From an optimization exercise on the open Yosys and OpenROAD flow, aimed at small area, a short achievable clock period and few clock cycles; shortcuts taken in it are not production practice. At most, simulation tests tie the RTL to the original design; equivalence was not proved. Only the layout flow was run in run 1; the RTL was not checked for function there.

## flow/design.v (module list and top-level ports; edited modules follow where they fit)
// module renderStateRegs: 42 lines
// module surfaceControl: 99 lines
// module closestHit: 67 lines
// module axisMul: 2644 lines
// module surfaceUnit: 255 lines
module surfaceUnit #(
    parameter int FRAC_BITS   = 16,
    parameter int CHECKER_BIT = 18
) (
    input  logic        clk,
    input  logic        resetn,
    input  logic        addInput,
    input  surfacePkg::fixedT       rayOrigX,
    input  surfacePkg::fixedT       rayOrigY,
    input  surfacePkg::fixedT       rayOrigZ,
    input  surfacePkg::fixedT       rayDirX,
    input  surfacePkg::fixedT       rayDirY,
    input  surfacePkg::fixedT       rayDirZ,
    input  surfacePkg::pixelT       pixelX,
    input  surfacePkg::pixelT       pixelY,
    input  surfacePkg::bounceT      bounceLevel,
    input  surfacePkg::colorT       lastColor,
    output logic        fifoFull,
    output logic        rayStart,
    input  logic        hitValid,
    input  surfacePkg::fixedT       hitT,
    input  surfacePkg::primIndexT   hitPrim,
    input  surfacePkg::surfaceTypeT hitSurface,
    input  surfacePkg::colorT       hitColor,
    input  logic        candDone,
    input  logic        outputFull,
    output logic        valid,
    output surfacePkg::colorT       outColor,
    output surfacePkg::surfaceTypeT outSurface,
    output surfacePkg::primIndexT   outPrim,
    output surfacePkg::fixedT       hitPosX,
    output surfacePkg::fixedT       hitPosY,
    output surfacePkg::fixedT       hitPosZ,
    output surfacePkg::fixedT       shadowDirX,
    output surfacePkg::fixedT       shadowDirY,
    output surfacePkg::fixedT       shadowDirZ,
    output surfacePkg::pixelT       outPixelX,
    output surfacePkg::pixelT       outPixelY,
    output surfacePkg::bounceT      outBounce,
    output surfacePkg::colorT       outLastColor,
    input  logic        cfgWrite,
    input  surfacePkg::cfgAddrT     cfgAddr,
    input  logic [31:0] cfgData
);
  // ...
==> flow/run.sh <==
#!/bin/bash
# synth_recipe.tcl (not shown) runs the flow's synth.tcl, then flattens the netlist and writes it again
# the make line also repeats each setting of config.mk as NAME=value (left out here)
make -C /OpenROAD-flow-scripts/flow DESIGN_CONFIG=/design/flow/config.mk WORK_HOME=/design/flow/orfs CLKGATE_MAP_FILE= SYNTH_SCRIPT=/design/flow/synth_recipe.tcl finish
==> flow/config.mk <==
export PLATFORM = sky130hd
export DESIGN_NAME = surfaceUnit
export DESIGN_NICKNAME = surfaceUnit
export VERILOG_FILES = /design/flow/design.v
export SDC_FILE = /design/flow/constraint.sdc
export NUM_CORES = 4
export LEC_CHECK = 0
export ABC_CLOCK_PERIOD_IN_PS = 3000
export CAP_MARGIN = 20
export CORE_MARGIN = 2
export CORE_UTILIZATION = 40
export PLACE_DENSITY = 0.6
export SETUP_SLACK_MARGIN = 5
export SLEW_MARGIN = 20
==> flow/constraint.sdc <==
create_clock -name core_clock -period 11.0 [get_ports {clk}]
set_input_delay 2.2000 -clock core_clock [delete_from_list [all_inputs] [get_ports {clk}]]
set_output_delay 2.2000 -clock core_clock [all_outputs]
set_load 0.01 [all_outputs]
==> results.json, run 1 <==
{
  "max_freq_mhz": 181,
  "ant_nets": 0,
  "layout_setup_ws_ns": 5.47,
  "clockBufferDepth": 3,
  "cp_slowest_cell": "dfstp_2",
  "place_area_mm2": 0.0771,
  "cts_tree": "built",
  "fin_area_mm2": 0.0822,
  "overflow": 0,
  "antenna_cells": 20,
  "gr-usage-met2_pct": 34.9,
  "clkCellAreaFrac_pct": 6.14,
  "largestClassByArea": "registers",
  "path_class": "flip-flop to flip-flop",
  "fp.dieW_um": 416,
  "synth_xor_area_share_pct": 7.32,
  "final_util_pct": 48.6,
  "synth-seq-area-share_pct": 59.7,
  "hold_depth": 0,
  "gp_congestion": 0.861,
  "ys_types": 70,
  "buffers_excl_clock": 768,
  "syn_avg_cell_area_um2": 14.1,
  "wl_met3_mm": 14.8,
  "start_kind": "flip-flop",
  "grt_pass1_wl_mm": 275,
  "worstReg2RegStart": "selZ$_DFF_PN1_",
  "via_count": 40600,
  "dr.max_layer_used": "met5",
  "worst-path-max-fanout": 47,
  "insertion_delay_ns": 0.81,
  "setup_viol": 0,
  "ys_ff_latch": 1468,
  "status": "no timing/DRC/antenna violations"
}
==> module surfaceUnit, before the edit <==
module surfaceUnit #(
    parameter int FRAC_BITS   = 16,
    parameter int CHECKER_BIT = 18
) (
    input  logic        clk,
    input  logic        resetn,
    input  logic        addInput,
    input  surfacePkg::fixedT       rayOrigX,
    input  surfacePkg::fixedT       rayOrigY,
    input  surfacePkg::fixedT       rayOrigZ,
    input  surfacePkg::fixedT       rayDirX,
    input  surfacePkg::fixedT       rayDirY,
    input  surfacePkg::fixedT       rayDirZ,
    input  surfacePkg::pixelT       pixelX,
    input  surfacePkg::pixelT       pixelY,
    input  surfacePkg::bounceT      bounceLevel,
    input  surfacePkg::colorT       lastColor,
    output logic        fifoFull,
    output logic        rayStart,
    input  logic        hitValid,
    input  surfacePkg::fixedT       hitT,
    input  surfacePkg::primIndexT   hitPrim,
    input  surfacePkg::surfaceTypeT hitSurface,
    input  surfacePkg::colorT       hitColor,
    input  logic        candDone,
    input  logic        outputFull,
    output logic        valid,
    output surfacePkg::colorT       outColor,
    output surfacePkg::surfaceTypeT outSurface,
    output surfacePkg::primIndexT   outPrim,
    output surfacePkg::fixedT       hitPosX,
    output surfacePkg::fixedT       hitPosY,
    output surfacePkg::fixedT       hitPosZ,
    output surfacePkg::fixedT       shadowDirX,
    output surfacePkg::fixedT       shadowDirY,
    output surfacePkg::fixedT       shadowDirZ,
    output surfacePkg::pixelT       outPixelX,
    output surfacePkg::pixelT       outPixelY,
    output surfacePkg::bounceT      outBounce,
    output surfacePkg::colorT       outLastColor,
    input  logic        cfgWrite,
    input  surfacePkg::cfgAddrT     cfgAddr,
    input  logic [31:0] cfgData
);
    surfacePkg::colorT       clearColor;
    surfacePkg::primIndexT   groundPrim;
    surfacePkg::fixedT       bufOrigX, bufOrigY, bufOrigZ;
    surfacePkg::fixedT       bufDirX, bufDirY, bufDirZ;
    surfacePkg::pixelT       bufPixelX, bufPixelY;
    surfacePkg::bounceT      bufBounce;
    surfacePkg::colorT       bufLastColor;
    logic                    candDoneR;
    surfacePkg::fixedT       finT;
    surfacePkg::surfaceTypeT finSurface;
    surfacePkg::primIndexT   finPrim;
    surfacePkg::colorT       finColor;
    logic surfFinish;
    logic trackerOk;
    logic capture;
    logic resultPend;      
    logic       bkFull;
    logic [1:0] bkAxis;    
    logic       bkGo;
    logic       bkIssue;
    logic       bkWaiting;
    logic       bkFree;
    logic [15:0]             bkNeg, bkOne, bkTwo;    
    logic [15:0]             finNeg, finOne, finTwo;
    logic                    selZ, selX, selY;       
    surfacePkg::fixedT       bkOrigX, bkOrigY, bkOrigZ;
    surfacePkg::fixedT       bkDirX, bkDirY, bkDirZ;
    surfacePkg::surfaceTypeT bkSurface;
    surfacePkg::primIndexT   bkPrim;
    surfacePkg::colorT       bkColor;
    surfacePkg::pixelT       bkPixelX, bkPixelY;
    surfacePkg::bounceT      bkBounce;
    surfacePkg::colorT       bkLastColor;
    surfacePkg::fixedT       mulDir, mulOrig, mulRes;
    logic       resValid;                     
    logic [1:0] resAxis;                      
    logic       lastAxisRes;                  
    logic       recPend;                      
    logic       recHeld;
    logic       darkSquare;
    renderStateRegs i_renderState (
        .clk        (clk),
        .resetn     (resetn),
        .cfgWrite   (cfgWrite),
        .cfgAddr    (cfgAddr),
        .cfgData    (cfgData),
        .clearColor (clearColor),
        .lightDirX  (shadowDirX),
        .lightDirY  (shadowDirY),
        .lightDirZ  (shadowDirZ),
        .groundPrim (groundPrim)
    );
    surfaceControl i_control (
        .clk          (clk),
        .resetn       (resetn),
        .addInput     (addInput),
        .rayOrigX     (rayOrigX),
        .rayOrigY     (rayOrigY),
        .rayOrigZ     (rayOrigZ),
        .rayDirX      (rayDirX),
        .rayDirY      (rayDirY),
        .rayDirZ      (rayDirZ),
        .pixelX       (pixelX),
        .pixelY       (pixelY),
        .bounceLevel  (bounceLevel),
        .lastColor    (lastColor),
        .candDone     (candDone),
        .capture      (capture),
        .trackerOk    (trackerOk),
        .fifoFull     (fifoFull),
        .rayStart     (rayStart),
        .bufOrigX     (bufOrigX),
        .bufOrigY     (bufOrigY),
        .bufOrigZ     (bufOrigZ),
        .bufDirX      (bufDirX),
        .bufDirY      (bufDirY),
        .bufDirZ      (bufDirZ),
        .bufPixelX    (bufPixelX),
        .bufPixelY    (bufPixelY),
        .bufBounce    (bufBounce),
        .bufLastColor (bufLastColor),
        .surfFinish   (surfFinish)
    );
    closestHit i_closestHit (
        .clk        (clk),
        .resetn     (resetn),
        .hitValid   (hitValid),
        .hitT       (hitT),
        .hitPrim    (hitPrim),
        .hitSurface (hitSurface),
        .hitColor   (hitColor),
        .candDone   (candDone),
        .capture    (capture),
        .candDoneR  (candDoneR),
        .finT       (finT),
        .finSurface (finSurface),
        .finPrim    (finPrim),
        .finColor   (finColor)
    );
    assign bkWaiting = bkFull && (bkAxis == 2'd0);
    assign bkFree    = !bkFull || (bkAxis == 2'd2);
    assign capture   = (candDoneR || resultPend) && bkFree;
    assign recHeld = (recPend && !valid) || lastAxisRes;
    assign bkGo    = bkWaiting && (!outputFull || !recHeld);
    assign bkIssue = bkGo || (bkFull && (bkAxis != 2'd0));
    assign trackerOk = !(surfFinish && (candDoneR || resultPend)) &&
                       !((surfFinish || candDoneR || resultPend) && bkWaiting && !bkGo);
    always_ff @(posedge clk or negedge resetn) begin
        if (!resetn) begin
            resultPend  <= 1'b0;
            bkFull      <= 1'b0;
            bkAxis      <= 2'd0;
            resValid    <= 1'b0;
            resAxis     <= 2'd0;
            recPend     <= 1'b0;
            valid       <= 1'b0;
        end else begin
            resultPend <= (candDoneR || resultPend) && !capture;
            if (capture) begin
                bkFull <= 1'b1;
                bkAxis <= 2'd0;
            end else if (bkIssue) begin
                bkAxis <= (bkAxis == 2'd2) ? 2'd0 : bkAxis + 2'd1;
                if (bkAxis == 2'd2) begin
                    bkFull <= 1'b0;
                end
            end
            resValid    <= bkIssue;
            resAxis     <= bkAxis;
            recPend     <= lastAxisRes || (recPend && !valid);
            valid       <= (lastAxisRes || (recPend && !valid)) && !outputFull;
        end
    end
    always_ff @(posedge clk) begin
        if (capture) begin
            bkNeg       <= finNeg;
            bkOne       <= finOne;
            bkTwo       <= finTwo;
            bkSurface   <= finSurface;
            bkPrim      <= finPrim;
            bkColor     <= (finSurface != surfacePkg::stNone) ? finColor : clearColor;
            bkOrigX     <= bufOrigX;
            bkOrigY     <= bufOrigY;
            bkOrigZ     <= bufOrigZ;
            bkDirX      <= bufDirX;
            bkDirY      <= bufDirY;
            bkDirZ      <= bufDirZ;
            bkPixelX    <= bufPixelX;
            bkPixelY    <= bufPixelY;
            bkBounce    <= bufBounce;
            bkLastColor <= bufLastColor;
        end
    end
    always_comb begin
        for (int i = 0; i < 16; i++) begin
            finNeg[i] = finT[2*i+1];
            finOne[i] = finT[2*i] ^ ((i == 0) ? 1'b0 : finT[2*i-1]);
            finTwo[i] = (finT[2*i+1] && !finT[2*i] && !((i == 0) ? 1'b0 : finT[2*i-1])) ||
                        (!finT[2*i+1] && finT[2*i] && ((i == 0) ? 1'b0 : finT[2*i-1]));
        end
    end
    always_ff @(posedge clk or negedge resetn) begin
        if (!resetn) begin
            selZ <= 1'b1;
            selX <= 1'b0;
            selY <= 1'b0;
        end else begin
            selZ <= capture || ((bkAxis == 2'd0) && !bkIssue) || (bkAxis == 2'd2);
            selX <= !capture && (bkAxis == 2'd0) && bkIssue;
            selY <= !capture && (bkAxis == 2'd1);
        end
    end
    assign mulDir  = ({32{selZ}} & bkDirZ) | ({32{selX}} & bkDirX) | ({32{selY}} & bkDirY);
    assign mulOrig = ({32{selZ}} & bkOrigZ) | ({32{selX}} & bkOrigX) | ({32{selY}} & bkOrigY);
    axisMul i_mul (
        .clk  (clk),
        .bNeg (bkNeg),
        .bOne (bkOne),
        .bTwo (bkTwo),
        .d   (mulDir),
        .o   (mulOrig),
        .res (mulRes)
    );
    assign lastAxisRes = resValid && (resAxis == 2'd2);
    assign darkSquare = (outSurface != surfacePkg::stNone) && (outPrim == groundPrim) &&
                        (hitPosX[CHECKER_BIT] != hitPosZ[CHECKER_BIT]);
    always_ff @(posedge clk) begin
        if (bkFull && (bkAxis == 2'd2)) begin
            outColor     <= bkColor;
            outSurface   <= bkSurface;
            outPrim      <= bkPrim;
            outPixelX    <= bkPixelX;
            outPixelY    <= bkPixelY;
            outBounce    <= bkBounce;
            outLastColor <= bkLastColor;
        end
        if (resValid && (resAxis == 2'd0)) begin
            hitPosZ <= mulRes;
        end
        if (resValid && (resAxis == 2'd1)) begin
            hitPosX <= mulRes;
        end
        if (lastAxisRes) begin
            hitPosY <= mulRes;
            if (darkSquare) begin
                outColor <= {1'b0, outColor[23:17], 1'b0, outColor[15:9],
                             1'b0, outColor[7:1]};
            end
        end
    end
endmodule
==> inputs of run 2 (changes only) <==
--- a/flow/design.v
+++ b/flow/design.v
@@ -971,104 +971,104 @@
     wire s727;
     wire c728;
     wire s729;
     wire c730;
     wire s731;
     wire c732;
     wire s733;
     wire c734;
-    wire s735;
-    wire c736;
-    wire s737;
-    wire c738;
-    wire s739;
-    wire c740;
-    wire s741;
-    wire c742;
-    wire s743;
-    wire c744;
-    wire s745;
-    wire c746;
-    wire s747;
-    wire c748;
-    wire s749;
-    wire c750;
-    wire s751;
-    wire c752;
-    wire s753;
-    wire c754;
-    wire s755;
-    wire c756;
-    wire s757;
-    wire c758;
-    wire s759;
-    wire c760;
-    wire s761;
-    wire c762;
-    wire s763;
-    wire c764;
-    wire s765;
-    wire c766;
-    wire s767;
-    wire c768;
-    wire s769;
-    wire c770;
-    wire s771;
-    wire c772;
-    wire s773;
-    wire c774;
-    wire s775;
-    wire c776;
-    wire s777;
-    wire c778;
-    wire s779;
-    wire c780;
-    wire s781;
-    wire c782;
-    wire s783;
-    wire c784;
-    wire s785;
-    wire c786;
-    wire s787;
-    wire c788;
-    wire s789;
-    wire c790;
-    wire s791;
-    wire c792;
-    wire s793;
-    wire c794;
-    wire s795;
-    wire c796;
-    wire s797;
-    wire c798;
-    wire s799;
-    wire c800;
-    wire s801;
-    wire c802;
-    wire s803;
-    wire c804;
-    wire s805;
-    wire c806;
-    wire s807;
-    wire c808;
-    wire s809;
-    wire c810;
-    wire s811;
-    wire c812;
-    wire s813;
-    wire c814;
-    wire s815;
-    wire c816;
-    wire s817;
-    wire c818;
-    wire s819;
-    wire c820;
-    wire s821;
-    wire c822;
+    logic r735;
+    logic r736;
+    logic r737;
+    logic r738;
+    logic r739;
+    logic r740;
+    logic r741;
+    logic r742;
+    logic r743;
+    logic r744;
+    logic r745;
+    logic r746;
+    logic r747;
+    logic r748;
+    logic r749;
+    logic r750;
+    logic r751;
+    logic r752;
+    logic r753;
+    logic r754;
+    logic r755;
+    logic r756;
+    logic r757;
+    logic r758;
+    logic r759;
+    logic r760;
+    logic r761;
+    logic r762;
+    logic r763;
+    logic r764;
+    logic r765;
+    logic r766;
+    logic r767;
+    logic r768;
+    logic r769;
+    logic r770;
+    logic r771;
+    logic r772;
+    logic r773;
+    logic r774;
+    logic r775;
+    logic r776;
+    logic r777;
+    logic r778;
+    logic r779;
+    logic r780;
+    logic r781;
+    logic r782;
+    logic r783;
+    logic r784;
+    logic r785;
+    logic r786;
+    logic r787;
+    logic r788;
+    logic r789;
+    logic r790;
+    logic r791;
+    logic r792;
+    logic r793;
+    logic r794;
+    logic r795;
+    logic r796;
+    logic r797;
+    logic r798;
+    logic r799;
+    logic r800;
+    logic r801;
+    logic r802;
+    logic r803;
+    logic r804;
+    logic r805;
+    logic r806;
+    logic r807;
+    logic r808;
+    logic r809;
+    logic r810;
+    logic r811;
+    logic r812;
+    logic r813;
+    logic r814;
+    logic r815;
+    logic r816;
+    logic r817;
+    logic r818;
+    logic r819;
+    logic r820;
+    logic r821;
+    logic r822;
     logic r823;
     logic r824;
     logic r825;
     logic r826;
     logic r827;
     logic r828;
     logic r829;
     logic r830;
@@ -1154,153 +1154,196 @@
     logic r910;
     logic r911;
     logic r912;
     logic r913;
     logic r914;
     logic r915;
     logic r916;
     logic r917;
-    logic r918;
-    logic r919;
-    logic r920;
-    logic r921;
-    logic r922;
-    logic r923;
-    logic r924;
-    logic r925;
-    logic r926;
-    logic r927;
-    logic r928;
-    logic r929;
-    logic r930;
-    logic r931;
-    logic r932;
-    logic r933;
-    logic r934;
-    logic r935;
-    logic r936;
-    logic r937;
-    logic r938;
-    logic r939;
-    logic r940;
-    logic r941;
-    logic r942;
-    logic r943;
-    logic r944;
-    logic r945;
-    logic r946;
-    logic r947;
-    logic r948;
-    logic r949;
-    logic r950;
-    logic r951;
-    logic r952;
-    logic r953;
-    logic r954;
-    logic r955;
-    logic r956;
-    logic r957;
-    logic r958;
-    logic r959;
-    logic r960;
-    logic r961;
-    logic r962;
-    wire s963;
-    wire c964;
-    wire s965;
-    wire c966;
-    wire s967;
-    wire c968;
-    wire s969;
-    wire c970;
-    wire s971;
-    wire c972;
-    wire s973;
-    wire c974;
-    wire s975;
-    wire c976;
-    wire s977;
-    wire c978;
-    wire s979;
-    wire c980;
-    wire s981;
-    wire c982;
-    wire s983;
-    wire c984;
-    wire s985;
-    wire c986;
-    wire s987;
-    wire c988;
-    wire s989;
-    wire c990;
-    wire s991;
-    wire c992;
-    wire s993;
-    wire c994;
-    wire s995;
-    wire c996;
-    wire s997;
-    wire c998;
-    wire s999;
-    wire c1000;
-    wire s1001;
-    wire c1002;
-    wire s1003;
-    wire c1004;
-    wire s1005;
-    wire c1006;
-    wire s1007;
-    wire c1008;
-    wire s1009;
-    wire c1010;
-    wire s1011;
-    wire c1012;
-    wire s1013;
-    wire c1014;
-    wire s1015;
-    wire c1016;
-    wire s1017;
-    wire c1018;
-    wire s1019;
-    wire c1020;
-    wire s1021;
-    wire c1022;
-    wire s1023;
-    wire c1024;
-    wire s1025;
-    wire c1026;
-    wire s1027;
-    wire c1028;
-    wire s1029;
-    wire c1030;
-    wire s1031;
-    wire c1032;
-    wire s1033;
-    wire c1034;
-    wire s1035;
-    wire c1036;
-    wire s1037;
-    wire c1038;
-    wire s1039;
-    wire c1040;
-    wire s1041;
-    wire c1042;
-    wire s1043;
-    wire c1044;
-    wire s1045;
-    wire c1046;
-    wire s1047;
-    wire c1048;
-    wire s1049;
-    wire c1050;
-    wire s1051;
-    wire c1052;
-    wire s1053;
-    wire c1054;
+    wire s918;
+    wire c919;
+    wire s920;
+    wire c921;
+    wire s922;
+    wire c923;
+    wire s924;
+    wire c925;
+    wire s926;
+    wire c927;
+    wire s928;
+    wire c929;
+    wire s930;
+    wire c931;
+    wire s932;
+    wire c933;
+    wire s934;
+    wire c935;
+    wire s936;
+    wire c937;
+    wire s938;
+    wire c939;
+    wire s940;
+    wire c941;
+    wire s942;
+    wire c943;
+    wire s944;
+    wire c945;
+    wire s946;
+    wire c947;
+    wire s948;
+    wire c949;
+    wire s950;
+    wire c951;
+    wire s952;
+    wire c953;
+    wire s954;
+    wire c955;
+    wire s956;
+    wire c957;
+    wire s958;
+    wire c959;
+    wire s960;
+    wire c961;
+    wire s962;
+    wire c963;
+    wire s964;
+    wire c965;
+    wire s966;
+    wire c967;
+    wire s968;
+    wire c969;
+    wire s970;
+    wire c971;
+    wire s972;
+    wire c973;
+    wire s974;
+    wire c975;
+    wire s976;
+    wire c977;
+    wire s978;
+    wire c979;
+    wire s980;
+    wire c981;
+    wire s982;
+    wire c983;
+    wire s984;
+    wire c985;
+    wire s986;
+    wire c987;
+    wire s988;
+    wire c989;
+    wire s990;
+    wire c991;
+    wire s992;
+    wire c993;
+    wire s994;
+    wire c995;
+    wire s996;
+    wire c997;
+    wire s998;
+    wire c999;
+    wire s1000;
+    wire c1001;
+    wire s1002;
+    wire c1003;
+    wire s1004;
+    wire c1005;
+    wire s1006;
+    wire c1007;
+    wire s1008;
+    wire c1009;
+    wire s1010;
+    wire c1011;
+    wire s1012;
+    wire c1013;
+    wire s1014;
+    wire c1015;
+    wire s1016;
+    wire c1017;
+    wire s1018;
+    wire c1019;
+    wire s1020;
+    wire c1021;
+    wire s1022;
+    wire c1023;
+    wire s1024;
+    wire c1025;
+    wire s1026;
+    wire c1027;
+    wire s1028;
+    wire c1029;
+    wire s1030;
+    wire c1031;
+    wire s1032;
+    wire c1033;
+    wire s1034;
+    wire c1035;
+    wire s1036;
+    wire c1037;
+    wire s1038;
+    wire c1039;
+    wire s1040;
+    wire c1041;
+    wire s1042;
+    wire c1043;
+    wire s1044;
+    wire c1045;
+    wire s1046;
+    wire c1047;
+    wire s1048;
+    wire c1049;
+    wire s1050;
+    wire c1051;
+    wire s1052;
+    wire c1053;
+    wire s1054;
+    wire c1055;
+    wire s1056;
+    wire c1057;
+    wire s1058;
+    wire c1059;
+    wire s1060;
+    wire c1061;
+    wire s1062;
+    wire c1063;
+    wire s1064;
+    wire c1065;
+    wire s1066;
+    wire c1067;
+    wire s1068;
+    wire c1069;
+    wire s1070;
+    wire c1071;
+    wire s1072;
+    wire c1073;
+    wire s1074;
+    wire c1075;
+    wire s1076;
+    wire c1077;
+    wire s1078;
+    wire c1079;
+    wire s1080;
+    wire c1081;
+    wire s1082;
+    wire c1083;
+    wire s1084;
+    wire c1085;
+    wire s1086;
+    wire c1087;
+    wire s1088;
+    wire c1089;
+    wire s1090;
+    wire c1091;
+    wire s1092;
+    wire c1093;
+    wire s1094;
+    wire c1095;
+    wire s1096;
+    wire c1097;
     wire neg0 = bNeg[0];
     wire one0 = bOne[0];
     wire two0 = bTwo[0];
     wire pp0_0 = neg0 ^ (one0 & d[0]);
     wire pp0_1 = neg0 ^ ((one0 & d[1]) | (two0 & d[0]));
     wire pp0_2 = neg0 ^ ((one0 & d[2]) | (two0 & d[1]));
     wire pp0_3 = neg0 ^ ((one0 & d[3]) | (two0 & d[2]));
     wire pp0_4 = neg0 ^ ((one0 & d[4]) | (two0 & d[3]));
@@ -2545,340 +2588,383 @@
     assign s727 = s559 ^ s561 ^ s563;
     assign c728 = (s559 & s561) | (s559 & s563) | (s561 & s563);
     assign s729 = c554 ^ c556 ^ c558;
     assign c730 = (c554 & c556) | (c554 & c558) | (c556 & c558);
     assign s731 = s565 ^ s567 ^ s569;
     assign c732 = (s565 & s567) | (s565 & s569) | (s567 & s569);
     assign s733 = c560 ^ c562 ^ c564;
     assign c734 = (c560 & c562) | (c560 & c564) | (c562 & c564);
-    assign s735 = pp0_4 ^ pp1_2;
-    assign c736 = pp0_4 & pp1_2;
-    assign s737 = pp0_5 ^ pp1_3;
-    assign c738 = pp0_5 & pp1_3;
-    assign s739 = s571 ^ pp2_2 ^ pp3_0;
-    assign c740 = (s571 & pp2_2) | (s571 & pp3_0) | (pp2_2 & pp3_0);
-    assign s741 = s573 ^ pp2_3 ^ pp3_1;
-    assign c742 = (s573 & pp2_3) | (s573 & pp3_1) | (pp2_3 & pp3_1);
-    assign s743 = s575 ^ s577 ^ neg4;
-    assign c744 = (s575 & s577) | (s575 & neg4) | (s577 & neg4);
-    assign s745 = s579 ^ s581 ^ c576;
-    assign c746 = (s579 & s581) | (s579 & c576) | (s581 & c576);
-    assign s747 = s583 ^ s585 ^ c580;
-    assign c748 = (s583 & s585) | (s583 & c580) | (s585 & c580);
-    assign s749 = s587 ^ s589 ^ c584;
-    assign c750 = (s587 & s589) | (s587 & c584) | (s589 & c584);
-    assign s751 = s591 ^ s593 ^ c588;
-    assign c752 = (s591 & s593) | (s591 & c588) | (s593 & c588);
-    assign s753 = s595 ^ s597 ^ c592;
-    assign c754 = (s595 & s597) | (s595 & c592) | (s597 & c592);
-    assign s755 = s599 ^ s601 ^ c596;
-    assign c756 = (s599 & s601) | (s599 & c596) | (s601 & c596);
-    assign s757 = s603 ^ s605 ^ c600;
-    assign c758 = (s603 & s605) | (s603 & c600) | (s605 & c600);
-    assign s759 = s607 ^ s609 ^ c604;
-    assign c760 = (s607 & s609) | (s607 & c604) | (s609 & c604);
-    assign s761 = s611 ^ s613 ^ c608;
-    assign c762 = (s611 & s613) | (s611 & c608) | (s613 & c608);
-    assign s763 = s615 ^ s617 ^ c612;
-    assign c764 = (s615 & s617) | (s615 & c612) | (s617 & c612);
-    assign s765 = s619 ^ s621 ^ c616;
-    assign c766 = (s619 & s621) | (s619 & c616) | (s621 & c616);
-    assign s767 = s623 ^ s625 ^ c620;
-    assign c768 = (s623 & s625) | (s623 & c620) | (s625 & c620);
-    assign s769 = s627 ^ s629 ^ c624;
-    assign c770 = (s627 & s629) | (s627 & c624) | (s629 & c624);
-    assign s771 = s631 ^ s633 ^ c628;
-    assign c772 = (s631 & s633) | (s631 & c628) | (s633 & c628);
-    assign s773 = s635 ^ s637 ^ c632;
-    assign c774 = (s635 & s637) | (s635 & c632) | (s637 & c632);
-    assign s775 = s639 ^ s641 ^ c636;
-    assign c776 = (s639 & s641) | (s639 & c636) | (s641 & c636);
-    assign s777 = s643 ^ s645 ^ c640;
-    assign c778 = (s643 & s645) | (s643 & c640) | (s645 & c640);
-    assign s779 = s647 ^ s649 ^ c644;
-    assign c780 = (s647 & s649) | (s647 & c644) | (s649 & c644);
-    assign s781 = s651 ^ s653 ^ c648;
-    assign c782 = (s651 & s653) | (s651 & c648) | (s653 & c648);
-    assign s783 = s655 ^ s657 ^ c652;
-    assign c784 = (s655 & s657) | (s655 & c652) | (s657 & c652);
-    assign s785 = s659 ^ s661 ^ c656;
-    assign c786 = (s659 & s661) | (s659 & c656) | (s661 & c656);
-    assign s787 = s663 ^ s665 ^ c660;
-    assign c788 = (s663 & s665) | (s663 & c660) | (s665 & c660);
-    assign s789 = s667 ^ s669 ^ c664;
-    assign c790 = (s667 & s669) | (s667 & c664) | (s669 & c664);
-    assign s791 = s671 ^ s673 ^ c668;
-    assign c792 = (s671 & s673) | (s671 & c668) | (s673 & c668);
-    assign s793 = s675 ^ s677 ^ c672;
-    assign c794 = (s675 & s677) | (s675 & c672) | (s677 & c672);
-    assign s795 = s679 ^ s681 ^ c676;
-    assign c796 = (s679 & s681) | (s679 & c676) | (s681 & c676);
-    assign s797 = s683 ^ s685 ^ c680;
-    assign c798 = (s683 & s685) | (s683 & c680) | (s685 & c680);
-    assign s799 = s687 ^ s689 ^ c684;
-    assign c800 = (s687 & s689) | (s687 & c684) | (s689 & c684);
-    assign s801 = s691 ^ s693 ^ c688;
-    assign c802 = (s691 & s693) | (s691 & c688) | (s693 & c688);
-    assign s803 = s695 ^ s697 ^ c692;
-    assign c804 = (s695 & s697) | (s695 & c692) | (s697 & c692);
-    assign s805 = s699 ^ s701 ^ c696;
-    assign c806 = (s699 & s701) | (s699 & c696) | (s701 & c696);
-    assign s807 = s703 ^ s705 ^ c700;
-    assign c808 = (s703 & s705) | (s703 & c700) | (s705 & c700);
-    assign s809 = s707 ^ s709 ^ c704;
-    assign c810 = (s707 & s709) | (s707 & c704) | (s709 & c704);
-    assign s811 = s711 ^ s713 ^ c708;
-    assign c812 = (s711 & s713) | (s711 & c708) | (s713 & c708);
-    assign s813 = s715 ^ s717 ^ c712;
-    assign c814 = (s715 & s717) | (s715 & c712) | (s717 & c712);
-    assign s815 = s719 ^ s721 ^ c716;
-    assign c816 = (s719 & s721) | (s719 & c716) | (s721 & c716);
-    assign s817 = s723 ^ s725 ^ c720;
-    assign c818 = (s723 & s725) | (s723 & c720) | (s725 & c720);
-    assign s819 = s727 ^ s729 ^ c724;
-    assign c820 = (s727 & s729) | (s727 & c724) | (s729 & c724);
-    assign s821 = s731 ^ s733 ^ c728;
-    assign c822 = (s731 & s733) | (s731 & c728) | (s733 & c728);
-    assign s963 = r826 ^ r827;
-    assign c964 = r826 & r827;
-    assign s965 = r829 ^ r830;
-    assign c966 = r829 & r830;
-    assign s967 = r831 ^ r832 ^ r833;
-    assign c968 = (r831 & r832) | (r831 & r833) | (r832 & r833);
-    assign s969 = r834 ^ r835 ^ r836;
-    assign c970 = (r834 & r835) | (r834 & r836) | (r835 & r836);
-    assign s971 = r837 ^ r838 ^ r839;
-    assign c972 = (r837 & r838) | (r837 & r839) | (r838 & r839);
-    assign s973 = r840 ^ r841 ^ r842;
-    assign c974 = (r840 & r841) | (r840 & r842) | (r841 & r842);
-    assign s975 = r843 ^ r844 ^ r845;
-    assign c976 = (r843 & r844) | (r843 & r845) | (r844 & r845);
-    assign s977 = r846 ^ r847 ^ r848;
-    assign c978 = (r846 & r847) | (r846 & r848) | (r847 & r848);
-    assign s979 = r849 ^ r850 ^ r851;
-    assign c980 = (r849 & r850) | (r849 & r851) | (r850 & r851);
-    assign s981 = r852 ^ r853 ^ r854;
-    assign c982 = (r852 & r853) | (r852 & r854) | (r853 & r854);
-    assign s983 = r855 ^ r856 ^ r857;
-    assign c984 = (r855 & r856) | (r855 & r857) | (r856 & r857);
-    assign s985 = r858 ^ r859 ^ r860;
-    assign c986 = (r858 & r859) | (r858 & r860) | (r859 & r860);
-    assign s987 = r861 ^ r862 ^ r863;
-    assign c988 = (r861 & r862) | (r861 & r863) | (r862 & r863);
-    assign s989 = r864 ^ r865 ^ r866;
-    assign c990 = (r864 & r865) | (r864 & r866) | (r865 & r866);
-    assign s991 = r867 ^ r868 ^ r869;
-    assign c992 = (r867 & r868) | (r867 & r869) | (r868 & r869);
-    assign s993 = r870 ^ r871 ^ r872;
-    assign c994 = (r870 & r871) | (r870 & r872) | (r871 & r872);
-    assign s995 = r873 ^ r874 ^ r875;
-    assign c996 = (r873 & r874) | (r873 & r875) | (r874 & r875);
-    assign s997 = r876 ^ r877 ^ r878;
-    assign c998 = (r876 & r877) | (r876 & r878) | (r877 & r878);
-    assign s999 = r879 ^ r880 ^ r881;
-    assign c1000 = (r879 & r880) | (r879 & r881) | (r880 & r881);
-    assign s1001 = r882 ^ r883 ^ r884;
-    assign c1002 = (r882 & r883) | (r882 & r884) | (r883 & r884);
-    assign s1003 = r885 ^ r886 ^ r887;
-    assign c1004 = (r885 & r886) | (r885 & r887) | (r886 & r887);
-    assign s1005 = r888 ^ r889 ^ r890;
-    assign c1006 = (r888 & r889) | (r888 & r890) | (r889 & r890);
-    assign s1007 = r891 ^ r892 ^ r893;
-    assign c1008 = (r891 & r892) | (r891 & r893) | (r892 & r893);
-    assign s1009 = r894 ^ r895 ^ r896;
-    assign c1010 = (r894 & r895) | (r894 & r896) | (r895 & r896);
-    assign s1011 = r897 ^ r898 ^ r899;
-    assign c1012 = (r897 & r898) | (r897 & r899) | (r898 & r899);
-    assign s1013 = r900 ^ r901 ^ r902;
-    assign c1014 = (r900 & r901) | (r900 & r902) | (r901 & r902);
-    assign s1015 = r903 ^ r904 ^ r905;
-    assign c1016 = (r903 & r904) | (r903 & r905) | (r904 & r905);
-    assign s1017 = r906 ^ r907 ^ r908;
-    assign c1018 = (r906 & r907) | (r906 & r908) | (r907 & r908);
-    assign s1019 = r909 ^ r910 ^ r911;
-    assign c1020 = (r909 & r910) | (r909 & r911) | (r910 & r911);
-    assign s1021 = r912 ^ r913 ^ r914;
-    assign c1022 = (r912 & r913) | (r912 & r914) | (r913 & r914);
-    assign s1023 = r915 ^ r916 ^ r917;
-    assign c1024 = (r915 & r916) | (r915 & r917) | (r916 & r917);
-    assign s1025 = r918 ^ r919 ^ r920;
-    assign c1026 = (r918 & r919) | (r918 & r920) | (r919 & r920);
-    assign s1027 = r921 ^ r922 ^ r923;
-    assign c1028 = (r921 & r922) | (r921 & r923) | (r922 & r923);
-    assign s1029 = r924 ^ r925 ^ r926;
-    assign c1030 = (r924 & r925) | (r924 & r926) | (r925 & r926);
-    assign s1031 = r927 ^ r928 ^ r929;
-    assign c1032 = (r927 & r928) | (r927 & r929) | (r928 & r929);
-    assign s1033 = r930 ^ r931 ^ r932;
-    assign c1034 = (r930 & r931) | (r930 & r932) | (r931 & r932);
-    assign s1035 = r933 ^ r934 ^ r935;
-    assign c1036 = (r933 & r934) | (r933 & r935) | (r934 & r935);
-    assign s1037 = r936 ^ r937 ^ r938;
-    assign c1038 = (r936 & r937) | (r936 & r938) | (r937 & r938);
-    assign s1039 = r939 ^ r940 ^ r941;
-    assign c1040 = (r939 & r940) | (r939 & r941) | (r940 & r941);
-    assign s1041 = r942 ^ r943 ^ r944;
-    assign c1042 = (r942 & r943) | (r942 & r944) | (r943 & r944);
-    assign s1043 = r945 ^ r946 ^ r947;
-    assign c1044 = (r945 & r946) | (r945 & r947) | (r946 & r947);
-    assign s1045 = r948 ^ r949 ^ r950;
-    assign c1046 = (r948 & r949) | (r948 & r950) | (r949 & r950);
-    assign s1047 = r951 ^ r952 ^ r953;
-    assign c1048 = (r951 & r952) | (r951 & r953) | (r952 & r953);
-    assign s1049 = r954 ^ r955 ^ r956;
-    assign c1050 = (r954 & r955) | (r954 & r956) | (r955 & r956);
-    assign s1051 = r957 ^ r958 ^ r959;
-    assign c1052 = (r957 & r958) | (r957 & r959) | (r958 & r959);
-    assign s1053 = r960 ^ r961 ^ r962;
-    assign c1054 = (r960 & r961) | (r960 & r962) | (r961 & r962);
+    assign s918 = r743 ^ r744;
+    assign c919 = r743 & r744;
+    assign s920 = r747 ^ r748;
+    assign c921 = r747 & r748;
+    assign s922 = r750 ^ r751 ^ r752;
+    assign c923 = (r750 & r751) | (r750 & r752) | (r751 & r752);
+    assign s924 = r754 ^ r755 ^ r756;
+    assign c925 = (r754 & r755) | (r754 & r756) | (r755 & r756);
+    assign s926 = r758 ^ r759 ^ r760;
+    assign c927 = (r758 & r759) | (r758 & r760) | (r759 & r760);
+    assign s928 = r762 ^ r763 ^ r764;
+    assign c929 = (r762 & r763) | (r762 & r764) | (r763 & r764);
+    assign s930 = r766 ^ r767 ^ r768;
+    assign c931 = (r766 & r767) | (r766 & r768) | (r767 & r768);
+    assign s932 = r770 ^ r771 ^ r772;
+    assign c933 = (r770 & r771) | (r770 & r772) | (r771 & r772);
+    assign s934 = r774 ^ r775 ^ r776;
+    assign c935 = (r774 & r775) | (r774 & r776) | (r775 & r776);
+    assign s936 = r778 ^ r779 ^ r780;
+    assign c937 = (r778 & r779) | (r778 & r780) | (r779 & r780);
+    assign s938 = r782 ^ r783 ^ r784;
+    assign c939 = (r782 & r783) | (r782 & r784) | (r783 & r784);
+    assign s940 = r786 ^ r787 ^ r788;
+    assign c941 = (r786 & r787) | (r786 & r788) | (r787 & r788);
+    assign s942 = r790 ^ r791 ^ r792;
+    assign c943 = (r790 & r791) | (r790 & r792) | (r791 & r792);
+    assign s944 = r794 ^ r795 ^ r796;
+    assign c945 = (r794 & r795) | (r794 & r796) | (r795 & r796);
+    assign s946 = r798 ^ r799 ^ r800;
+    assign c947 = (r798 & r799) | (r798 & r800) | (r799 & r800);
+    assign s948 = r802 ^ r803 ^ r804;
+    assign c949 = (r802 & r803) | (r802 & r804) | (r803 & r804);
+    assign s950 = r806 ^ r807 ^ r808;
+    assign c951 = (r806 & r807) | (r806 & r808) | (r807 & r808);
+    assign s952 = r810 ^ r811 ^ r812;
+    assign c953 = (r810 & r811) | (r810 & r812) | (r811 & r812);
+    assign s954 = r814 ^ r815 ^ r816;
+    assign c955 = (r814 & r815) | (r814 & r816) | (r815 & r816);
+    assign s956 = r818 ^ r819 ^ r820;
+    assign c957 = (r818 & r819) | (r818 & r820) | (r819 & r820);
+    assign s958 = r822 ^ r823 ^ r824;
+    assign c959 = (r822 & r823) | (r822 & r824) | (r823 & r824);
+    assign s960 = r826 ^ r827 ^ r828;
+    assign c961 = (r826 & r827) | (r826 & r828) | (r827 & r828);
+    assign s962 = r830 ^ r831 ^ r832;
+    assign c963 = (r830 & r831) | (r830 & r832) | (r831 & r832);
+    assign s964 = r834 ^ r835 ^ r836;
+    assign c965 = (r834 & r835) | (r834 & r836) | (r835 & r836);
+    assign s966 = r838 ^ r839 ^ r840;
+    assign c967 = (r838 & r839) | (r838 & r840) | (r839 & r840);
+    assign s968 = r842 ^ r843 ^ r844;
+    assign c969 = (r842 & r843) | (r842 & r844) | (r843 & r844);
+    assign s970 = r846 ^ r847 ^ r848;
+    assign c971 = (r846 & r847) | (r846 & r848) | (r847 & r848);
+    assign s972 = r850 ^ r851 ^ r852;
+    assign c973 = (r850 & r851) | (r850 & r852) | (r851 & r852);
+    assign s974 = r854 ^ r855 ^ r856;
+    assign c975 = (r854 & r855) | (r854 & r856) | (r855 & r856);
+    assign s976 = r858 ^ r859 ^ r860;
+    assign c977 = (r858 & r859) | (r858 & r860) | (r859 & r860);
+    assign s978 = r862 ^ r863 ^ r864;
+    assign c979 = (r862 & r863) | (r862 & r864) | (r863 & r864);
+    assign s980 = r866 ^ r867 ^ r868;
+    assign c981 = (r866 & r867) | (r866 & r868) | (r867 & r868);
+    assign s982 = r870 ^ r871 ^ r872;
+    assign c983 = (r870 & r871) | (r870 & r872) | (r871 & r872);
+    assign s984 = r874 ^ r875 ^ r876;
+    assign c985 = (r874 & r875) | (r874 & r876) | (r875 & r876);
+    assign s986 = r878 ^ r879 ^ r880;
+    assign c987 = (r878 & r879) | (r878 & r880) | (r879 & r880);
+    assign s988 = r882 ^ r883 ^ r884;
+    assign c989 = (r882 & r883) | (r882 & r884) | (r883 & r884);
+    assign s990 = r886 ^ r887 ^ r888;
+    assign c991 = (r886 & r887) | (r886 & r888) | (r887 & r888);
+    assign s992 = r890 ^ r891 ^ r892;
+    assign c993 = (r890 & r891) | (r890 & r892) | (r891 & r892);
+    assign s994 = r894 ^ r895 ^ r896;
+    assign c995 = (r894 & r895) | (r894 & r896) | (r895 & r896);
+    assign s996 = r898 ^ r899 ^ r900;
+    assign c997 = (r898 & r899) | (r898 & r900) | (r899 & r900);
+    assign s998 = r902 ^ r903 ^ r904;
+    assign c999 = (r902 & r903) | (r902 & r904) | (r903 & r904);
+    assign s1000 = r906 ^ r907 ^ r908;
+    assign c1001 = (r906 & r907) | (r906 & r908) | (r907 & r908);
+    assign s1002 = r910 ^ r911 ^ r912;
+    assign c1003 = (r910 & r911) | (r910 & r912) | (r911 & r912);
+    assign s1004 = r914 ^ r915 ^ r916;
+    assign c1005 = (r914 & r915) | (r914 & r916) | (r915 & r916);
+    assign s1006 = r738 ^ r739;
+    assign c1007 = r738 & r739;
+    assign s1008 = r741 ^ r742;
+    assign c1009 = r741 & r742;
+    assign s1010 = s918 ^ r745 ^ r746;
+    assign c1011 = (s918 & r745) | (s918 & r746) | (r745 & r746);
+    assign s1012 = s920 ^ r749 ^ c919;
+    assign c1013 = (s920 & r749) | (s920 & c919) | (r749 & c919);
+    assign s1014 = s922 ^ r753 ^ c921;
+    assign c1015 = (s922 & r753) | (s922 & c921) | (r753 & c921);
+    assign s1016 = s924 ^ r757 ^ c923;
+    assign c1017 = (s924 & r757) | (s924 & c923) | (r757 & c923);
+    assign s1018 = s926 ^ r761 ^ c925;
+    assign c1019 = (s926 & r761) | (s926 & c925) | (r761 & c925);
+    assign s1020 = s928 ^ r765 ^ c927;
+    assign c1021 = (s928 & r765) | (s928 & c927) | (r765 & c927);
+    assign s1022 = s930 ^ r769 ^ c929;
+    assign c1023 = (s930 & r769) | (s930 & c929) | (r769 & c929);
+    assign s1024 = s932 ^ r773 ^ c931;
+    assign c1025 = (s932 & r773) | (s932 & c931) | (r773 & c931);
+    assign s1026 = s934 ^ r777 ^ c933;
+    assign c1027 = (s934 & r777) | (s934 & c933) | (r777 & c933);
+    assign s1028 = s936 ^ r781 ^ c935;
+    assign c1029 = (s936 & r781) | (s936 & c935) | (r781 & c935);
+    assign s1030 = s938 ^ r785 ^ c937;
+    assign c1031 = (s938 & r785) | (s938 & c937) | (r785 & c937);
+    assign s1032 = s940 ^ r789 ^ c939;
+    assign c1033 = (s940 & r789) | (s940 & c939) | (r789 & c939);
+    assign s1034 = s942 ^ r793 ^ c941;
+    assign c1035 = (s942 & r793) | (s942 & c941) | (r793 & c941);
+    assign s1036 = s944 ^ r797 ^ c943;
+    assign c1037 = (s944 & r797) | (s944 & c943) | (r797 & c943);
+    assign s1038 = s946 ^ r801 ^ c945;
+    assign c1039 = (s946 & r801) | (s946 & c945) | (r801 & c945);
+    assign s1040 = s948 ^ r805 ^ c947;
+    assign c1041 = (s948 & r805) | (s948 & c947) | (r805 & c947);
+    assign s1042 = s950 ^ r809 ^ c949;
+    assign c1043 = (s950 & r809) | (s950 & c949) | (r809 & c949);
+    assign s1044 = s952 ^ r813 ^ c951;
+    assign c1045 = (s952 & r813) | (s952 & c951) | (r813 & c951);
+    assign s1046 = s954 ^ r817 ^ c953;
+    assign c1047 = (s954 & r817) | (s954 & c953) | (r817 & c953);
+    assign s1048 = s956 ^ r821 ^ c955;
+    assign c1049 = (s956 & r821) | (s956 & c955) | (r821 & c955);
+    assign s1050 = s958 ^ r825 ^ c957;
+    assign c1051 = (s958 & r825) | (s958 & c957) | (r825 & c957);
+    assign s1052 = s960 ^ r829 ^ c959;
+    assign c1053 = (s960 & r829) | (s960 & c959) | (r829 & c959);
+    assign s1054 = s962 ^ r833 ^ c961;
+    assign c1055 = (s962 & r833) | (s962 & c961) | (r833 & c961);
+    assign s1056 = s964 ^ r837 ^ c963;
+    assign c1057 = (s964 & r837) | (s964 & c963) | (r837 & c963);
+    assign s1058 = s966 ^ r841 ^ c965;
+    assign c1059 = (s966 & r841) | (s966 & c965) | (r841 & c965);
+    assign s1060 = s968 ^ r845 ^ c967;
+    assign c1061 = (s968 & r845) | (s968 & c967) | (r845 & c967);
+    assign s1062 = s970 ^ r849 ^ c969;
+    assign c1063 = (s970 & r849) | (s970 & c969) | (r849 & c969);
+    assign s1064 = s972 ^ r853 ^ c971;
+    assign c1065 = (s972 & r853) | (s972 & c971) | (r853 & c971);
+    assign s1066 = s974 ^ r857 ^ c973;
+    assign c1067 = (s974 & r857) | (s974 & c973) | (r857 & c973);
+    assign s1068 = s976 ^ r861 ^ c975;
+    assign c1069 = (s976 & r861) | (s976 & c975) | (r861 & c975);
+    assign s1070 = s978 ^ r865 ^ c977;
+    assign c1071 = (s978 & r865) | (s978 & c977) | (r865 & c977);
+    assign s1072 = s980 ^ r869 ^ c979;
+    assign c1073 = (s980 & r869) | (s980 & c979) | (r869 & c979);
+    assign s1074 = s982 ^ r873 ^ c981;
+    assign c1075 = (s982 & r873) | (s982 & c981) | (r873 & c981);
+    assign s1076 = s984 ^ r877 ^ c983;
+    assign c1077 = (s984 & r877) | (s984 & c983) | (r877 & c983);
+    assign s1078 = s986 ^ r881 ^ c985;
+    assign c1079 = (s986 & r881) | (s986 & c985) | (r881 & c985);
+    assign s1080 = s988 ^ r885 ^ c987;
+    assign c1081 = (s988 & r885) | (s988 & c987) | (r885 & c987);
+    assign s1082 = s990 ^ r889 ^ c989;
+    assign c1083 = (s990 & r889) | (s990 & c989) | (r889 & c989);
+    assign s1084 = s992 ^ r893 ^ c991;
+    assign c1085 = (s992 & r893) | (s992 & c991) | (r893 & c991);
+    assign s1086 = s994 ^ r897 ^ c993;
+    assign c1087 = (s994 & r897) | (s994 & c993) | (r897 & c993);
+    assign s1088 = s996 ^ r901 ^ c995;
+    assign c1089 = (s996 & r901) | (s996 & c995) | (r901 & c995);
+    assign s1090 = s998 ^ r905 ^ c997;
+    assign c1091 = (s998 & r905) | (s998 & c997) | (r905 & c997);
+    assign s1092 = s1000 ^ r909 ^ c999;
+    assign c1093 = (s1000 & r909) | (s1000 & c999) | (r909 & c999);
+    assign s1094 = s1002 ^ r913 ^ c1001;
+    assign c1095 = (s1002 & r913) | (s1002 & c1001) | (r913 & c1001);
+    assign s1096 = s1004 ^ r917 ^ c1003;
+    assign c1097 = (s1004 & r917) | (s1004 & c1003) | (r917 & c1003);
     always_ff @(posedge clk) begin
-        r823 <= pp0_0;
-        r824 <= neg0;
-        r825 <= pp0_1;
-        r826 <= pp0_2;
-        r827 <= pp1_0;
-        r828 <= neg1;
-        r829 <= pp0_3;
-        r830 <= pp1_1;
-        r831 <= s735;
-        r832 <= pp2_0;
-        r833 <= neg2;
-        r834 <= s737;
-        r835 <= pp2_1;
-        r836 <= c736;
-        r837 <= s739;
-        r838 <= neg3;
-        r839 <= c738;
-        r840 <= s741;
-        r841 <= c572;
-        r842 <= c740;
-        r843 <= s743;
-        r844 <= c574;
-        r845 <= c742;
-        r846 <= s745;
-        r847 <= c578;
-        r848 <= c744;
-        r849 <= s747;
-        r850 <= c582;
-        r851 <= c746;
-        r852 <= s749;
-        r853 <= c586;
-        r854 <= c748;
-        r855 <= s751;
-        r856 <= c590;
-        r857 <= c750;
-        r858 <= s753;
-        r859 <= c594;
-        r860 <= c752;
-        r861 <= s755;
-        r862 <= c598;
-        r863 <= c754;
-        r864 <= s757;
-        r865 <= c602;
-        r866 <= c756;
-        r867 <= s759;
-        r868 <= c606;
-        r869 <= c758;
-        r870 <= s761;
-        r871 <= c610;
-        r872 <= c760;
-        r873 <= s763;
-        r874 <= c614;
-        r875 <= c762;
-        r876 <= s765;
-        r877 <= c618;
-        r878 <= c764;
-        r879 <= s767;
-        r880 <= c622;
-        r881 <= c766;
-        r882 <= s769;
-        r883 <= c626;
-        r884 <= c768;
-        r885 <= s771;
-        r886 <= c630;
-        r887 <= c770;
-        r888 <= s773;
-        r889 <= c634;
-        r890 <= c772;
-        r891 <= s775;
-        r892 <= c638;
-        r893 <= c774;
-        r894 <= s777;
-        r895 <= c642;
-        r896 <= c776;
-        r897 <= s779;
-        r898 <= c646;
-        r899 <= c778;
-        r900 <= s781;
-        r901 <= c650;
-        r902 <= c780;
-        r903 <= s783;
-        r904 <= c654;
-        r905 <= c782;
-        r906 <= s785;
-        r907 <= c658;
-        r908 <= c784;
-        r909 <= s787;
-        r910 <= c662;
-        r911 <= c786;
-        r912 <= s789;
-        r913 <= c666;
-        r914 <= c788;
-        r915 <= s791;
-        r916 <= c670;
-        r917 <= c790;
-        r918 <= s793;
-        r919 <= c674;
-        r920 <= c792;
-        r921 <= s795;
-        r922 <= c678;
-        r923 <= c794;
-        r924 <= s797;
-        r925 <= c682;
-        r926 <= c796;
-        r927 <= s799;
-        r928 <= c686;
-        r929 <= c798;
-        r930 <= s801;
-        r931 <= c690;
-        r932 <= c800;
-        r933 <= s803;
-        r934 <= c694;
-        r935 <= c802;
-        r936 <= s805;
-        r937 <= c698;
-        r938 <= c804;
-        r939 <= s807;
-        r940 <= c702;
-        r941 <= c806;
-        r942 <= s809;
-        r943 <= c706;
-        r944 <= c808;
-        r945 <= s811;
-        r946 <= c710;
-        r947 <= c810;
-        r948 <= s813;
-        r949 <= c714;
-        r950 <= c812;
-        r951 <= s815;
-        r952 <= c718;
-        r953 <= c814;
-        r954 <= s817;
-        r955 <= c722;
-        r956 <= c816;
-        r957 <= s819;
-        r958 <= c726;
-        r959 <= c818;
-        r960 <= s821;
-        r961 <= c730;
-        r962 <= c820;
+        r735 <= pp0_0;
+        r736 <= neg0;
+        r737 <= pp0_1;
+        r738 <= pp0_2;
+        r739 <= pp1_0;
+        r740 <= neg1;
+        r741 <= pp0_3;
+        r742 <= pp1_1;
+        r743 <= pp0_4;
+        r744 <= pp1_2;
+        r745 <= pp2_0;
+        r746 <= neg2;
+        r747 <= pp0_5;
+        r748 <= pp1_3;
+        r749 <= pp2_1;
+        r750 <= s571;
+        r751 <= pp2_2;
+        r752 <= pp3_0;
+        r753 <= neg3;
+        r754 <= s573;
+        r755 <= pp2_3;
+        r756 <= pp3_1;
+        r757 <= c572;
+        r758 <= s575;
+        r759 <= s577;
+        r760 <= neg4;
+        r761 <= c574;
+        r762 <= s579;
+        r763 <= s581;
+        r764 <= c576;
+        r765 <= c578;
+        r766 <= s583;
+        r767 <= s585;
+        r768 <= c580;
+        r769 <= c582;
+        r770 <= s587;
+        r771 <= s589;
+        r772 <= c584;
+        r773 <= c586;
+        r774 <= s591;
+        r775 <= s593;
+        r776 <= c588;
+        r777 <= c590;
+        r778 <= s595;
+        r779 <= s597;
+        r780 <= c592;
+        r781 <= c594;
+        r782 <= s599;
+        r783 <= s601;
+        r784 <= c596;
+        r785 <= c598;
+        r786 <= s603;
+        r787 <= s605;
+        r788 <= c600;
+        r789 <= c602;
+        r790 <= s607;
+        r791 <= s609;
+        r792 <= c604;
+        r793 <= c606;
+        r794 <= s611;
+        r795 <= s613;
+        r796 <= c608;
+        r797 <= c610;
+        r798 <= s615;
+        r799 <= s617;
+        r800 <= c612;
+        r801 <= c614;
+        r802 <= s619;
+        r803 <= s621;
+        r804 <= c616;
+        r805 <= c618;
+        r806 <= s623;
+        r807 <= s625;
+        r808 <= c620;
+        r809 <= c622;
+        r810 <= s627;
+        r811 <= s629;
+        r812 <= c624;
+        r813 <= c626;
+        r814 <= s631;
+        r815 <= s633;
+        r816 <= c628;
+        r817 <= c630;
+        r818 <= s635;
+        r819 <= s637;
+        r820 <= c632;
+        r821 <= c634;
+        r822 <= s639;
+        r823 <= s641;
+        r824 <= c636;
+        r825 <= c638;
+        r826 <= s643;
+        r827 <= s645;
+        r828 <= c640;
+        r829 <= c642;
+        r830 <= s647;
+        r831 <= s649;
+        r832 <= c644;
+        r833 <= c646;
+        r834 <= s651;
+        r835 <= s653;
+        r836 <= c648;
+        r837 <= c650;
+        r838 <= s655;
+        r839 <= s657;
+        r840 <= c652;
+        r841 <= c654;
+        r842 <= s659;
+        r843 <= s661;
+        r844 <= c656;
+        r845 <= c658;
+        r846 <= s663;
+        r847 <= s665;
+        r848 <= c660;
+        r849 <= c662;
+        r850 <= s667;
+        r851 <= s669;
+        r852 <= c664;
+        r853 <= c666;
+        r854 <= s671;
+        r855 <= s673;
+        r856 <= c668;
+        r857 <= c670;
+        r858 <= s675;
+        r859 <= s677;
+        r860 <= c672;
+        r861 <= c674;
+        r862 <= s679;
+        r863 <= s681;
+        r864 <= c676;
+        r865 <= c678;
+        r866 <= s683;
+        r867 <= s685;
+        r868 <= c680;
+        r869 <= c682;
+        r870 <= s687;
+        r871 <= s689;
+        r872 <= c684;
+        r873 <= c686;
+        r874 <= s691;
+        r875 <= s693;
+        r876 <= c688;
+        r877 <= c690;
+        r878 <= s695;
+        r879 <= s697;
+        r880 <= c692;
+        r881 <= c694;
+        r882 <= s699;
+        r883 <= s701;
+        r884 <= c696;
+        r885 <= c698;
+        r886 <= s703;
+        r887 <= s705;
+        r888 <= c700;
+        r889 <= c702;
+        r890 <= s707;
+        r891 <= s709;
+        r892 <= c704;
+        r893 <= c706;
+        r894 <= s711;
+        r895 <= s713;
+        r896 <= c708;
+        r897 <= c710;
+        r898 <= s715;
+        r899 <= s717;
+        r900 <= c712;
+        r901 <= c714;
+        r902 <= s719;
+        r903 <= s721;
+        r904 <= c716;
+        r905 <= c718;
+        r906 <= s723;
+        r907 <= s725;
+        r908 <= c720;
+        r909 <= c722;
+        r910 <= s727;
+        r911 <= s729;
+        r912 <= c724;
+        r913 <= c726;
+        r914 <= s731;
+        r915 <= s733;
+        r916 <= c728;
+        r917 <= c730;
     end
-    wire [47:0] rowA = {s1053, s1051, s1049, s1047, s1045, s1043, s1041, s1039, s1037, s1035, s1033, s1031, s1029, s1027, s1025, s1023, s1021, s1019, s1017, s1015, s1013, s1011, s1009, s1007, s1005, s1003, s1001, s999, s997, s995, s993, s991, s989, s987, s985, s983, s981, s979, s977, s975, s973, s971, s969, s967, s965, s963, r825, r823};
-    wire [47:0] rowB = {c1052, c1050, c1048, c1046, c1044, c1042, c1040, c1038, c1036, c1034, c1032, c1030, c1028, c1026, c1024, c1022, c1020, c1018, c1016, c1014, c1012, c1010, c1008, c1006, c1004, c1002, c1000, c998, c996, c994, c992, c990, c988, c986, c984, c982, c980, c978, c976, c974, c972, c970, c968, c966, c964, r828, 1'b0, r824};
+    wire [47:0] rowA = {s1096, s1094, s1092, s1090, s1088, s1086, s1084, s1082, s1080, s1078, s1076, s1074, s1072, s1070, s1068, s1066, s1064, s1062, s1060, s1058, s1056, s1054, s1052, s1050, s1048, s1046, s1044, s1042, s1040, s1038, s1036, s1034, s1032, s1030, s1028, s1026, s1024, s1022, s1020, s1018, s1016, s1014, s1012, s1010, s1008, s1006, r737, r735};
+    wire [47:0] rowB = {c1095, c1093, c1091, c1089, c1087, c1085, c1083, c1081, c1079, c1077, c1075, c1073, c1071, c1069, c1067, c1065, c1063, c1061, c1059, c1057, c1055, c1053, c1051, c1049, c1047, c1045, c1043, c1041, c1039, c1037, c1035, c1033, c1031, c1029, c1027, c1025, c1023, c1021, c1019, c1017, c1015, c1013, c1011, c1009, c1007, r740, 1'b0, r736};
     wire [47:0] sum = rowA + rowB;
     assign res = sum[47:16];
 endmodule
 `timescale 1ns/1ns
 module surfaceUnit #(
     parameter int FRAC_BITS   = 16,
     parameter int CHECKER_BIT = 18
 ) (
@@ -2941,19 +3027,18 @@
     logic       bkFull;
     logic [1:0] bkAxis;    
     logic       bkGo;
     logic       bkIssue;
     logic       bkWaiting;
     logic       bkFree;
     logic [15:0]             bkNeg, bkOne, bkTwo;    
     logic [15:0]             finNeg, finOne, finTwo;
-    logic                    selZ, selX, selY;       
-    surfacePkg::fixedT       bkOrigX, bkOrigY, bkOrigZ;
-    surfacePkg::fixedT       bkDirX, bkDirY, bkDirZ;
+    surfacePkg::fixedT       bkOrigX, bkOrigY;
+    surfacePkg::fixedT       bkDirX, bkDirY;
     surfacePkg::surfaceTypeT bkSurface;
     surfacePkg::primIndexT   bkPrim;
     surfacePkg::colorT       bkColor;
     surfacePkg::pixelT       bkPixelX, bkPixelY;
     surfacePkg::bounceT      bkBounce;
     surfacePkg::colorT       bkLastColor;
     surfacePkg::fixedT       mulDir, mulOrig, mulRes;
     logic       resValid;                     
@@ -3060,47 +3145,41 @@
             bkNeg       <= finNeg;
             bkOne       <= finOne;
             bkTwo       <= finTwo;
             bkSurface   <= finSurface;
             bkPrim      <= finPrim;
             bkColor     <= (finSurface != surfacePkg::stNone) ? finColor : clearColor;
             bkOrigX     <= bufOrigX;
             bkOrigY     <= bufOrigY;
-            bkOrigZ     <= bufOrigZ;
             bkDirX      <= bufDirX;
             bkDirY      <= bufDirY;
-            bkDirZ      <= bufDirZ;
             bkPixelX    <= bufPixelX;
             bkPixelY    <= bufPixelY;
             bkBounce    <= bufBounce;
             bkLastColor <= bufLastColor;
         end
     end
     always_comb begin
         for (int i = 0; i < 16; i++) begin
             finNeg[i] = finT[2*i+1];
             finOne[i] = finT[2*i] ^ ((i == 0) ? 1'b0 : finT[2*i-1]);
             finTwo[i] = (finT[2*i+1] && !finT[2*i] && !((i == 0) ? 1'b0 : finT[2*i-1])) ||
                         (!finT[2*i+1] && finT[2*i] && ((i == 0) ? 1'b0 : finT[2*i-1]));
         end
     end
-    always_ff @(posedge clk or negedge resetn) begin
-        if (!resetn) begin
-            selZ <= 1'b1;
-            selX <= 1'b0;
-            selY <= 1'b0;
-        end else begin
-            selZ <= capture || ((bkAxis == 2'd0) && !bkIssue) || (bkAxis == 2'd2);
-            selX <= !capture && (bkAxis == 2'd0) && bkIssue;
-            selY <= !capture && (bkAxis == 2'd1);
+    always_ff @(posedge clk) begin
+        if (capture) begin
+            mulDir  <= bufDirZ;
+            mulOrig <= bufOrigZ;
+        end else if (bkIssue) begin
+            mulDir  <= (bkAxis == 2'd0) ? bkDirX : bkDirY;
+            mulOrig <= (bkAxis == 2'd0) ? bkOrigX : bkOrigY;
         end
     end
-    assign mulDir  = ({32{selZ}} & bkDirZ) | ({32{selX}} & bkDirX) | ({32{selY}} & bkDirY);
-    assign mulOrig = ({32{selZ}} & bkOrigZ) | ({32{selX}} & bkOrigX) | ({32{selY}} & bkOrigY);
     axisMul i_mul (
         .clk  (clk),
         .bNeg (bkNeg),
         .bOne (bkOne),
         .bTwo (bkTwo),
         .d   (mulDir),
         .o   (mulOrig),
         .res (mulRes)
==> results.json, run 2 <==
{
  "status": "no timing/DRC/antenna violations",
  "cts.sinks": 1508,
  "synthAdderAreaFrac_pct": 13.9,
  "tightest_slew_ns": 1.11,
  "grt_pass1_vias": 42500,
  "grt_max_degree": 112,
  "hold_viol": 0,
  "worst-path-max-fanout": 5,
  "synth.area.top_cells": "edfxtp_1 44%, fa_1 12%, dfxtp_1 8.8%",
  "antenna_found_initial": 57,
  "die_height_um": 417,
  "r2r_setup_slack_ns": 6.72,
  "holdPathEnd": "bkOrigY[1]$_DFFE_PP_",
  "yosys.area_share.simple_pct": 2.73,
  "finalMaxSlewViolations": 0,
  "finalCritPeriodShare_pct": 38.9,
  "route.detailed.drc": 0,
  "layout.cells.non_filler": 7672,
  "clock-skew-final_ns": 0.0390,
  "wl_per_cell_um": 24.2,
  "pre_cts_slack_ns": 6.69,
  "layout_setup_ws_ns": 6.72,
  "drt-pass1-iter-count": 6,
  "hpwl_mm": 123,
  "hold_path.class": "flip-flop to flip-flop",
  "layout_commonest_cell": "edfxtp_1",
  "synth_edf_count": 1012,
  "syn2layout_area_growth_pct": 20.9,
  "fin_crit_ns": 4.28,
  "cp_cell_sequence": "fa_1 > fa_1 > ha_1 > nand4_1 > nor3_2 > a2111oi_4 > a31oi_2 > a31oi_4 > o21ai_4 > a41oi_2 > a21oi_1 > a21oi_1 > xnor2_1",
  "max_freq_mhz": 234,
  "synth_compound_area_share_pct": 8.45,
  "hold_depth": 0,
  "synth-seq-area-share_pct": 60.5,
  "core_area_mm2": 0.169,
  "syn-cell-area_mm2": 0.0683,
  "clockBufferDepth": 3,
  "syn_avg_cell_area_um2": 14.6,
  "ctsResizeCount": 0,
  "gr-usage-met2_pct": 35.3,
  "numCtsBuffers": 159,
  "via_per_inst": 5.26,
  "max_stage_delay_ns": 0.51,
  "synth_top_cell_by_area": "edfxtp_1",
  "rsz0062_at_grt": "no",
  "gr-max-usage-layer": "met2",
  "hold_ws_ns": 0.410,
  "path_class": "flip-flop to flip-flop",
  "first_iter_violations": 3052,
  "worstReg2RegStart": "i_mul.r776$_DFF_P_",
  "start_util_pct": 40.3,
  "die-area_mm2": 0.174,
  "track_usage_pct": 21.4,
  "drive_above_1_share_pct": 10.9,
  "setup_viol": 0,
  "timing.rr.end": "hitPosZ[26]$_DFFE_PP_",
  "via_count": 40400,
  "cp_num_buf_inv": 0,
  "critPathRequiredTime_ns": 11.57,
  "pin_count": 657,
  "synth_ff_type": "edfxtp_1",
  "start_kind": "flip-flop",
  "use_met3_pct": 6.81,
  "synth_xor_area_share_pct": 7.17,
  "gp_congestion": 0.841,
  "fp.dieW_um": 417,
  "post_cts_buffers": 0,
  "cp-end-kind": "flip-flop",
  "fp-row-count": 151,
  "hold_buffers": 0,
  "nets": 6184,
  "overflow": 0,
  "yosysTopAreaCellShare_pct": 44.5,
  "cts_tree": "built",
  "synth_fp_nets": 5577,
  "reg2reg_depth": 13,
  "use_met1_pct": 26.2,
  "synth.area.mux_share_pct": 3.74,
  "grt_pass1_wl_mm": 277,
  "synthArstFlopShare_pct": 12.9,
  "htree_levels": 4,
  "drv_cap": 0,
  "cts-root-buf": "clkbuf_16",
  "totalWireLength_mm": 186,
  "mostFrequentLayoutCells": "1012 x edfxtp_1, 655 x clkdlybuf4s50_1, 442 x a22oi_1",
  "ys_warn_count": 5,
  "port_buffers": 656,
  "cp_slowest_cell": "fa_1",
  "synth_most_common_cell": "edfxtp_1",
  "synth_common_cells": "1012 x edfxtp_1, 442 x a22oi_1, 401 x fa_1",
  "synth_top_family_by_area": "adder cells",
  "min_from": "i_control.bufOrigY[1]$_DFFE_PP_",
  "synthCells": 4695,
  "place_inst": 7359,
  "arrival_ns": 4.85,
  "slew_headroom_pct": 25.7,
  "path_delay_family": "compound AO/OA/AOI/OAI gates",
  "ys_types": 75,
  "ys_ff_latch": 1508,
  "ant_nets": 0,
  "cp.depth": 13,
  "insertion_delay_ns": 0.80,
  "clkTransAtPathRegs_ns": 0.06
}
==> run 2: cell count changes in the layout (fill, tap and decap cells not counted), sizes merged, moves of 27 or more <==
cell / delta
a222oi: -32
a22oi: -29
clkinv: +40
dfxtp: +43
inv: -185
mux2i: +64
nand2: -44
o21ai: +82
or3: -27
xor2: -33
==> run 2: cell type report <==
class | count | area (µm²)
fillers | 14500 | 86900
inverters | 307 | 1170
flip-flops and latches | 1508 | 41300
diodes | 17 | 42.5
multi-input cells | 2562 | 24700
clock inverters | 99 | 918
repair buffers | 764 | 7400
clock buffers | 197 | 4270
well taps | 2218 | 2780
==> run 2: cells by family (layout without fill, tap and decap cells) <==
group / Yosys count / count (layout)
muxes: 234 / 234
adders and majority gates: 518 / 518
other: 0 / 17
buffers and inverters: 625 / 1367
and+or+nand+nor: 427 / 427
DFF: 1508 / 1508
AOI/OAI and AO/OA: 824 / 824
xor gates and xnor gates: 559 / 559
==> run 2: per-layer routing <==
metal	up-vias	share of wire (%)
met5	-	0.20
met4	58	3.7
li1	17800	-
met2	1736	48
met3	488	8.9
met1	20300	39
==> run 2: through the flow <==
stage,util [%],TNS [ns],cell area [µm²]
5_1_grt,48.7,0,82600
4_1_cts,48.7,0,82500
3_3_place_gp,45.6,0,77300
2_1_floorplan,-,-1691.88,68300
6_report,48.7,0,82600
3_5_place_dp,45.6,0,77300
==> run 2: how the worst max path moves through the flow <==
| stage | start | to | slack (ns) |
|---|---|---|---|
| 2_1_floorplan | i_control.inFull$_DFFE_PN0P_ | i_control.bufBounce[0]$_DFFE_PP_ | -6.71 |
| 3_3_place_gp | outputFull | mulOrig[9]$_DFFE_PP_ | 6.70 |
| 3_5_place_dp | outputFull | mulOrig[12]$_DFFE_PP_ | 6.69 |
| 4_1_cts | i_mul.r776$_DFF_P_ | hitPosX[26]$_DFFE_PP_ | 6.68 |
| 5_1_grt | i_mul.r776$_DFF_P_ | hitPosX[26]$_DFFE_PP_ | 6.51 |
| 6_report | i_mul.r776$_DFF_P_ | hitPosZ[26]$_DFFE_PP_ | 6.72 |
Testbench counts of run 2, summed over its fixed seeds: cycles 9,983.

port drivers added, routing unchanged:
The flow's constraints put no driver on any port. The routed layouts listed below were extracted and timed again, unchanged, in two steps.
Step 1, drivers: a clkbuf_16 drives clk and a buf_2 each remaining input, both assumed.
Step 2 times the ports against the registers' clock, not the clock port: input delays grow and output delays shrink by t, the midpoint of the rising clock arrivals with the driver on.
Slacks: ideal ports / drivers / drivers and shift; pairs: ideal ports / drivers.
run	t (ns)	slack for setup (ns)	cell pins on the clock port's net
run 1	0.875	5.472 / 5.472 / 5.472	1
run 2	0.866	6.719 / 6.719 / 6.647	1
After both steps every run listed still meets setup and hold. For run 2, which loses most, drivers alone change the setup slack by 0.000 ns; drivers and shift together by -0.072 ns.
